Background: an optimization exercise with open tools, aiming at small area, a short achievable clock period and few clock cycles. Do not read the settings as production practice. The RTL was checked by simulation tests, not by an equivalence proof against the original design. Power figures rest on the tool's default switching activity, not on a simulated workload.

$ cat design/flow/run.sh
#!/bin/bash
# synth_recipe.tcl (not shown) runs the flow's synth.tcl, then flattens the netlist and writes it again
# the make line also repeats each setting of config.mk as NAME=value (left out here)
make -C /OpenROAD-flow-scripts/flow DESIGN_CONFIG=/design/flow/config.mk WORK_HOME=/design/flow/orfs CLKGATE_MAP_FILE= SYNTH_SCRIPT=/design/flow/synth_recipe.tcl finish
$ cat design/flow/config.mk
export PLATFORM = sky130hd
export DESIGN_NAME = life_top
export DESIGN_NICKNAME = life_top
export VERILOG_FILES = /design/flow/design.v
export SDC_FILE = /design/flow/constraint.sdc
export NUM_CORES = 4
export LEC_CHECK = 0
export CAP_MARGIN = 20
export CORE_MARGIN = 2
export CORE_UTILIZATION = 22
export GPL_ROUTABILITY_DRIVEN = 1
export PLACE_DENSITY = 0.35
export SLEW_MARGIN = 20
$ cat design/flow/constraint.sdc
create_clock -name core_clock -period 8.0 [get_ports {clk}]
set_input_delay 1.6000 -clock core_clock [delete_from_list [all_inputs] [get_ports {clk}]]
set_output_delay 1.6000 -clock core_clock [all_outputs]
set_load 0.01 [all_outputs]
$ cat design/flow/design.v
package life_pkg;
    localparam int GRID_COLS = 40;
    localparam int GRID_ROWS = 30;
    typedef logic [GRID_COLS-1:0] row_t;
    typedef logic [4:0] row_idx_t;
    localparam row_idx_t LAST_ROW = row_idx_t'(GRID_ROWS - 1);  
endpackage
package ctrl_pkg;
    typedef enum logic [1:0] {
        PRESET_CLEAR,
        PRESET_GLIDER,
        PRESET_EXPLODER,
        PRESET_TUMBLER
    } preset_e;
    typedef enum logic [1:0] {
        SEQ_IDLE,
        SEQ_LOAD,    
        SEQ_EVAL,    
        SEQ_COMMIT   
    } seq_state_e;
endpackage
module life_sequencer (
    input  logic              clk,
    input  logic              reset_n,
    input  logic              preset_load,
    input  ctrl_pkg::preset_e preset_sel,
    input  logic              step,
    input  logic              host_wr,
    input  logic              eval_done,
    input  logic              write_done,
    output logic              busy,
    output logic              load_start,
    output logic              commit_start,
    output logic              eval_start,
    output ctrl_pkg::preset_e load_preset,
    output logic              host_go
);
    ctrl_pkg::seq_state_e state;
    assign busy = (state != ctrl_pkg::SEQ_IDLE);
    assign host_go = (state == ctrl_pkg::SEQ_IDLE) && !preset_load && !step && host_wr;
    always_ff @(posedge clk or negedge reset_n) begin
        if (!reset_n) begin
            state        <= ctrl_pkg::SEQ_IDLE;
            load_start   <= 1'b0;
            eval_start   <= 1'b0;
            commit_start <= 1'b0;
            load_preset  <= ctrl_pkg::PRESET_CLEAR;
        end else begin
            load_start   <= 1'b0;
            eval_start   <= 1'b0;
            commit_start <= 1'b0;
            case (state)
                ctrl_pkg::SEQ_IDLE: begin
                    if (preset_load) begin  
                        state       <= ctrl_pkg::SEQ_LOAD;
                        load_start  <= 1'b1;
                        load_preset <= preset_sel;
                    end else if (step) begin
                        state      <= ctrl_pkg::SEQ_EVAL;
                        eval_start <= 1'b1;
                    end
                end
                ctrl_pkg::SEQ_LOAD: begin
                    if (write_done)
                        state <= ctrl_pkg::SEQ_IDLE;
                end
                ctrl_pkg::SEQ_EVAL: begin
                    if (eval_done) begin
                        state        <= ctrl_pkg::SEQ_COMMIT;
                        commit_start <= 1'b1;
                    end
                end
                ctrl_pkg::SEQ_COMMIT: begin
                    if (write_done)
                        state <= ctrl_pkg::SEQ_IDLE;
                end
                default: state <= ctrl_pkg::SEQ_IDLE;
            endcase
        end
    end
endmodule
module life_grid (
    input  logic               clk,
    input  logic               reset_n,
    input  life_pkg::row_idx_t eng_row,
    output life_pkg::row_t     eng_data,
    input  life_pkg::row_idx_t rd_row,
    output life_pkg::row_t     rd_data,
    input  logic               wr_en,
    input  life_pkg::row_idx_t wr_row,
    input  life_pkg::row_t     wr_data
);
    life_pkg::row_t cells [life_pkg::GRID_ROWS];  
    always_ff @(posedge clk or negedge reset_n) begin
        if (!reset_n) begin
            for (int r = 0; r < life_pkg::GRID_ROWS; r++)
                cells[r] <= '0;
        end else if (wr_en) begin
            cells[wr_row] <= wr_data;
        end
    end
    always_ff @(posedge clk) begin
        eng_data <= cells[eng_row];
        rd_data  <= cells[rd_row];
    end
endmodule
module row_evaluator (
    input  logic               clk,
    input  logic               reset_n,
    input  logic               eval_start,
    output life_pkg::row_idx_t eng_row,
    input  life_pkg::row_t     eng_data,
    output logic               buf_wr,
    output life_pkg::row_idx_t buf_row,
    output life_pkg::row_t     buf_data,
    output logic               eval_done
);
    logic     rd_run, rd_go, arr_vld, arr_last, flush, shift, calc_vld;
    life_pkg::row_idx_t rd_cnt, shift_cnt, calc_row;
    life_pkg::row_t     win_up, win_mid, win_dn;
    function automatic life_pkg::row_t next_row(life_pkg::row_t up, life_pkg::row_t mid, life_pkg::row_t dn);
        life_pkg::row_t       nxt;
        life_pkg::row_t       up_l, up_r, mid_l, mid_r, dn_l, dn_r;
        logic [3:0] n;
        up_l  = up >> 1;
        up_r  = up << 1;
        mid_l = mid >> 1;
        mid_r = mid << 1;
        dn_l  = dn >> 1;
        dn_r  = dn << 1;
        for (int c = 0; c < life_pkg::GRID_COLS; c++) begin
            n = 4'(up_l[c]) + 4'(up[c]) + 4'(up_r[c]) + 4'(mid_l[c]) + 4'(mid_r[c])
              + 4'(dn_l[c]) + 4'(dn[c]) + 4'(dn_r[c]);
            nxt[c] = (n == 4'd3) || (mid[c] && n == 4'd2);  
        end
        next_row = nxt;
    endfunction
    assign rd_go     = eval_start | rd_run;
    assign eng_row   = rd_cnt;
    assign shift     = arr_vld | flush;
    assign eval_done = buf_wr && (buf_row == life_pkg::LAST_ROW);
    always_ff @(posedge clk or negedge reset_n) begin
        if (!reset_n) begin
            rd_run    <= 1'b0;
            rd_cnt    <= '0;
            arr_vld   <= 1'b0;
            arr_last  <= 1'b0;
            flush     <= 1'b0;
            shift_cnt <= '0;
            calc_vld  <= 1'b0;
            buf_wr    <= 1'b0;
        end else begin
            if (rd_go)
                rd_cnt <= (rd_cnt == life_pkg::LAST_ROW) ? '0 : rd_cnt + 1'b1;
            rd_run   <= rd_go && (rd_cnt != life_pkg::LAST_ROW);
            arr_vld  <= rd_go;                           
            arr_last <= rd_go && (rd_cnt == life_pkg::LAST_ROW);
            flush    <= arr_vld && arr_last;             
            if (eval_start)
                shift_cnt <= '0;
            else if (shift)
                shift_cnt <= shift_cnt + 1'b1;
            calc_vld <= shift && (shift_cnt != '0);      
            buf_wr   <= calc_vld;
        end
    end
    always_ff @(posedge clk) begin
        if (eval_start) begin
            win_up  <= '0;  
            win_mid <= '0;
            win_dn  <= '0;
        end else if (shift) begin
            win_up  <= win_mid;
            win_mid <= win_dn;
            win_dn  <= flush ? '0 : eng_data;
        end
        if (shift)
            calc_row <= shift_cnt - 1'b1;
        if (calc_vld) begin
            buf_row  <= calc_row;
            buf_data <= next_row(win_up, win_mid, win_dn);
        end
    end
endmodule
module next_gen_buffer (
    input  logic               clk,
    input  logic               buf_wr,
    input  life_pkg::row_idx_t buf_row,
    input  life_pkg::row_t     buf_data,
    input  life_pkg::row_idx_t cmt_row,
    output life_pkg::row_t     cmt_data
);
    life_pkg::row_t mem [life_pkg::GRID_ROWS];
    always_ff @(posedge clk) begin
        if (buf_wr)
            mem[buf_row] <= buf_data;
    end
    always_ff @(posedge clk) begin
        cmt_data <= mem[cmt_row];  
    end
endmodule
module grid_writer (
    input  logic               clk,
    input  logic               reset_n,
    input  logic               load_start,
    input  ctrl_pkg::preset_e  load_preset,
    input  logic               commit_start,
    output life_pkg::row_idx_t cmt_row,
    input  life_pkg::row_t     cmt_data,
    input  logic               host_go,
    input  life_pkg::row_idx_t host_row,
    input  life_pkg::row_t     host_data,
    output logic               wr_en,
    output life_pkg::row_idx_t wr_row,
    output life_pkg::row_t     wr_data,
    output logic               write_done
);
    logic     load_run, load_wr, cmt_run, cmt_rd, cmt_vld;
    life_pkg::row_idx_t cnt, cmt_wrow;
    function automatic life_pkg::row_t pattern_row(ctrl_pkg::preset_e p, life_pkg::row_idx_t r);
        life_pkg::row_t d;
        d = '0;
        case (p)
            ctrl_pkg::PRESET_GLIDER: begin
                case (r)
                    5'd0: d = {2'b01, {38{1'b0}}};
                    5'd1: d = {2'b00, 2'b11, {36{1'b0}}};
                    5'd2: d = {3'b011, {37{1'b0}}};
                    default: d = '0;
                endcase
            end
            ctrl_pkg::PRESET_EXPLODER: begin
                case (r)
                    5'd13, 5'd17:        d = {{17{1'b0}}, 5'b10101, {18{1'b0}}};
                    5'd14, 5'd15, 5'd16: d = {{17{1'b0}}, 5'b10001, {18{1'b0}}};
                    default: d = '0;
                endcase
            end
            ctrl_pkg::PRESET_TUMBLER: begin
                case (r)
                    5'd13, 5'd14: d = {{17{1'b0}}, 5'b11011, {18{1'b0}}};
                    5'd15:        d = {{17{1'b0}}, 5'b01010, {18{1'b0}}};
                    5'd16, 5'd17: d = {{16{1'b0}}, 7'b1010101, {17{1'b0}}};
                    5'd18:        d = {{16{1'b0}}, 7'b1100011, {17{1'b0}}};
                    default: d = '0;
                endcase
            end
            ctrl_pkg::PRESET_CLEAR: d = '0;
            default:      d = '0;
        endcase
        pattern_row = d;
    endfunction
    assign load_wr    = load_start | load_run;   
    assign cmt_rd     = commit_start | cmt_run;
    assign cmt_row    = cnt;
    assign wr_en      = load_wr | cmt_vld | host_go;
    assign wr_row     = cmt_vld ? cmt_wrow : load_wr ? cnt : host_row;
    assign wr_data    = cmt_vld ? cmt_data : load_wr ? pattern_row(load_preset, cnt) : host_data;
    assign write_done = (load_wr && cnt == life_pkg::LAST_ROW) || (cmt_vld && cmt_wrow == life_pkg::LAST_ROW);
    always_ff @(posedge clk or negedge reset_n) begin
        if (!reset_n) begin
            cnt      <= '0;
            load_run <= 1'b0;
            cmt_run  <= 1'b0;
            cmt_vld  <= 1'b0;
        end else begin
            if (load_wr || cmt_rd)
                cnt <= (cnt == life_pkg::LAST_ROW) ? '0 : cnt + 1'b1;
            load_run <= load_wr && (cnt != life_pkg::LAST_ROW);
            cmt_run  <= cmt_rd && (cnt != life_pkg::LAST_ROW);
            cmt_vld  <= cmt_rd;  
        end
    end
    always_ff @(posedge clk) begin
        if (cmt_rd)
            cmt_wrow <= cnt;
    end
endmodule
module life_top (
    input  logic               clk,
    input  logic               reset_n,
    input  logic               preset_load,
    input  ctrl_pkg::preset_e  preset_sel,
    input  logic               step,
    input  logic               host_wr,
    input  life_pkg::row_idx_t host_row,
    input  life_pkg::row_t     host_data,
    output logic               busy,
    input  life_pkg::row_idx_t rd_row,
    output life_pkg::row_t     rd_data
);
    logic     load_start, eval_start, commit_start;
    logic     eval_done, write_done;
    ctrl_pkg::preset_e  load_preset;
    life_pkg::row_idx_t eng_row, buf_row, cmt_row, wr_row;
    life_pkg::row_t     eng_data, buf_data, cmt_data, wr_data;
    logic     buf_wr, wr_en, host_go;
    life_sequencer u_seq (
        .clk, .reset_n,
        .preset_load, .preset_sel, .step, .host_wr,
        .eval_done, .write_done,
        .busy,
        .load_start, .commit_start, .eval_start,
        .load_preset, .host_go
    );
    life_grid u_grid (
        .clk, .reset_n,
        .eng_row, .eng_data,
        .rd_row, .rd_data,
        .wr_en, .wr_row, .wr_data
    );
    row_evaluator u_eval (
        .clk, .reset_n,
        .eval_start,
        .eng_row, .eng_data,
        .buf_wr, .buf_row, .buf_data,
        .eval_done
    );
    next_gen_buffer u_buf (
        .clk,
        .buf_wr, .buf_row, .buf_data,
        .cmt_row, .cmt_data
    );
    grid_writer u_writer (
        .clk, .reset_n,
        .load_start, .load_preset,
        .commit_start,
        .cmt_row, .cmt_data,
        .host_go, .host_row, .host_data,
        .wr_en, .wr_row, .wr_data,
        .write_done
    );
endmodule
==> results.toml <==
[global_routing]
grt_overflow_total = 0
grt_max_degree = 161
grt_pass1_vias = 89820
grt_use_total = 0.224
antenna_found_initial = 110
grt_pass1_wl_um = 872000

[placement]
post-place-ws_ps = 2070
gp_congestion = 0.919
dpl.hpwl_um = 413000
port_buffers = 97
placed_cell_area_um2 = 137000

[setup_path]
crit_family = "buffers and inverters"
crit_fanout = 38
max_stage_delay_ps = 1080
cpMostUsedCell = "buf_4"
startpoint_type = "flop"
rr_startpoint = "u_eval.rd_cnt[4]"
r2r-end = "u_grid.eng_data[29]"
crit_start = "u_eval.rd_cnt[4]"
crit_slowest_cell = "dfrtp_4"
critical_path.cell_chain = "buf_4, and2_1, buf_4, a32oi_1, o2111ai_1, nor3_1, a31oi_1"
arrival_ps = 6150
reg2reg_depth = 7
required_ps = 8770
cp_num_buf_inv = 2
regToRegSetupSlack_ps = 2610
endpoint_kind = "flop"
crit_cells = 7
critical_path_class = "flop to flop"
worstSetupEndpoint = "u_grid.eng_data[29]"

[timing]
setup_ws_ps = 2610
relSlewSlack = 0.0951
period_share = 0.674
fmax_mhz = 186
finClkSkew_ps = 86.9
hold_viol = 0
setup_violations = 0
worst_pin_slew_ps = 1350
rsz0062_at_grt = "no"
setup_tns_ps = 0
slew_violations = 0
period_needed_ps = 5390

[clock_network]
post_cts_buffers = 0
ctsResizeCount = 0
clkSinkCount = 2726
clockBufferDepth = 4
clk_pin_slew_ps = 60
cts_buffers = 335
cts_hold_buf = 0
clockRootBuffer = "clkbuf_16"
cts_tree = "yes"
clk_latency_ps = 1000
htree_levels = 5

[route]
wl_per_cell_um = 38.9
drt_pass1_iterations = 9
drtAntennaViolNets = 0
drt_wl_total_um = 663000
drtIter0Drc = 12772
drcViolationCount = 0
vias = 91223
vias_per_cell = 5.36

[pwr]
clkPwrFrac = 0.245
powerDensity_nw_per_um2 = 437
p_leak_nw = 57.4
switchingPower_mw = 27.5
p_sw_frac = 0.421
power.total_mw = 65.2
ir_drop_mv = 0.296
power.share.combinational = 0.384
internal-power_mw = 37.7
pwr-share-seq = 0.370

[synthesis]
ys_seq_area_frac = 0.585
synth_edf_count = 1255
ys_ff_latch = 2726
synth_top_area_share = 0.301
synth-main-ff-cell = "edfxtp_1"
postSynthCellCount = 9005
synth.avg_cell_area_um2 = 13.9
synth_warnings = 6
syn-cell-area_um2 = 125000
yosys.cell_types.count = 83
async_reset_ff_frac = 0.452
synthesis.nets = 9348
synth.area.top_cells = "edfxtp_1, dfrtp_1, mux2_2"
synth_area_leader_cell = "edfxtp_1"

[min_path]
worstHoldStart = "u_eval.calc_row[0]"
hold_path.class = "flop to flop"

[finish]
num-nets-final = 9434
drive_gt1_frac = 0.293
n_fill_cell = 58084
syn2layout_area_growth_pct = 19.1
layout.cells.most_common = "edfxtp_1"
seq_area_um2 = 73300
final_cell_mix = "edfxtp_1, dfrtp_1, mux2_2"
fin_area_um2 = 149000
multiInputGateArea_um2 = 49100

[die]
row_count = 277
fp.coreArea_um2 = 568000
die_area_um2 = 576000
die_width_um = 759
io-pin-count = 98
start_util = 0.221
die_h_um = 759

[run_status]
status = "timing/DRC/antenna clean"

[run]
drv_cap = 0
==> routing by layer <==
layer	part of all wire	global-route usage	vias to the layer above
met4	0.058	0.116	46
met1	0.41	0.291	49189
met2	0.44	0.340	5681
met5	0.00062	0.000417	-
li1	-	-	34673
met3	0.089	0.0620	1634
==> worst min path at each step <==
stage                         to  slack [ps]  cells past startpoint
2_1_floorplan  u_eval.buf_row[0]         400                      0
3_3_place_gp   u_eval.buf_row[1]         430                      0
3_5_place_dp   u_eval.buf_row[0]         420                      0
4_1_cts        u_eval.buf_row[0]         440                      0
5_1_grt        u_eval.buf_row[0]         440                      0
6_report       u_eval.buf_row[0]         430                      0
==> final cells by class <==
type	count	share of cell area
antenna	116	0.00194
multi-input combinational	5142	0.329
sequential	2726	0.491
timing repair buffer	481	0.0282
clock inverter	149	0.0123
tap	7533	0.0632
clock buffer	465	0.0639
inverter	405	0.0102
==> sequential cells by signal (all words and copies together) (netlist names), 40 cells and up <==
name             flops
u_grid.eng_data     40
u_eval.win_up       40
u_eval.win_dn       40
u_eval.win_mid      40
u_eval.buf_data     40
u_buf.mem         1200
u_buf.cmt_data      40
u_grid.cells      1200
u_grid.rd_data      40
==> cell families (layout without fill, tap and decap cells) <==
family / after synthesis / in the layout / synth area share
other cells: 0 / 116 / 0
simple gates: 1724 / 1724 / 0.0691
buf+inv: 1137 / 1500 / 0.0357
flops: 2726 / 2726 / 0.585
xor+xnor: 7 / 7 / 0.000489
fa+ha+maj: 286 / 286 / 0.0379
compound gates: 1300 / 1300 / 0.0769
mux: 1825 / 1825 / 0.195
==> cell usage after synthesis (14+ instances only) <==
library cell,number
nor4_1,21
buf_2,165
nor2b_1,27
a32o_1,14
mux2i_1,195
mux2_1,55
nand4_1,173
ha_1,130
nand3_1,390
a22oi_1,460
a221oi_1,56
a2111oi_0,81
dfxtp_1,240
a222oi_1,19
nand2_1,492
clkbuf_1,492
a221o_1,21
o32a_1,44
or3b_2,14
nor3_1,58
a31oi_1,37
o21ai_0,101
mux2_2,1210
a32oi_1,15
o2bb2ai_1,19
or4_1,23
inv_1,403
buf_1,75
and3_1,126
a21oi_1,167
o22ai_1,76
a22o_1,80
nor3b_1,14
nor2_1,262
edfxtp_1,1255
o211ai_1,14
nand3b_1,29
fa_1,156
mux4_2,365
dfrtp_1,1231
a41oi_1,23
==> stage by stage <==
stage | hold WS [ps] | utilization | std cells
floorplan | 400 | - | 9005
global placement | 429 | 0.242 | 16275
detailed placement | 424 | 0.242 | 16282
CTS | 438 | 0.262 | 16896
global route | 436 | 0.262 | 16941
finish | 433 | 0.263 | 17017
==> worst register-to-register path: cells and delay by family, from the launching register on <==
kind / cells / cell delay (ps)
AOI/OAI and AO/OA: 3 / 1410
buffers and inverters: 2 / 1590
DFF: 1 / 1080
and+or+nand+nor: 2 / 1060
==> power groups by stage <==
| stage | registers [mW] | logic [mW] | clock network, mW |
|---|---|---|---|
| CTS | 24.1 | 24.9 | 16.3 |
| global placement | 24.2 | 24.3 | 0 |
| floorplan | 21.7 | 13.5 | 0 |
| finish | 24.1 | 25.1 | 16.0 |
| global route | 24.5 | 26.5 | 16.9 |
| detailed placement | 24.3 | 24.8 | 0 |
Testbench counts, summed over its fixed seeds: cycles 45,344.

==> port drivers added, routing unchanged <==
How much do the figures lean on ideal ports? The routed layout below was timed once more, with nothing changed but the port constraints.
Step 1 (the two cells are an assumption about what drives the block):
set clk [get_ports {clk}]
set_driving_cell -lib_cell sky130_fd_sc_hd__clkbuf_16 $clk
set_driving_cell -lib_cell sky130_fd_sc_hd__buf_2 [delete_from_list [all_inputs] $clk]
Step 2 also shifts input and output timing later by t, the mid clock arrival at the registers, as if the neighbouring blocks saw the same clock.
Three values: no drivers, after step 1, after step 2; two values: the first two.
t (ns): 1.081
setup WS [ns]: 2.611 / 2.611 / 1.941
worst register clock-pin slew, ns: 0.07 / 0.07
worst data-port slew with drivers (ns): 0.30
cell pins on the clock port's net: 1
After both steps setup and hold are still met in this run. For this run, drivers alone change the setup slack by 0.000 ns; drivers and shift together by -0.670 ns.
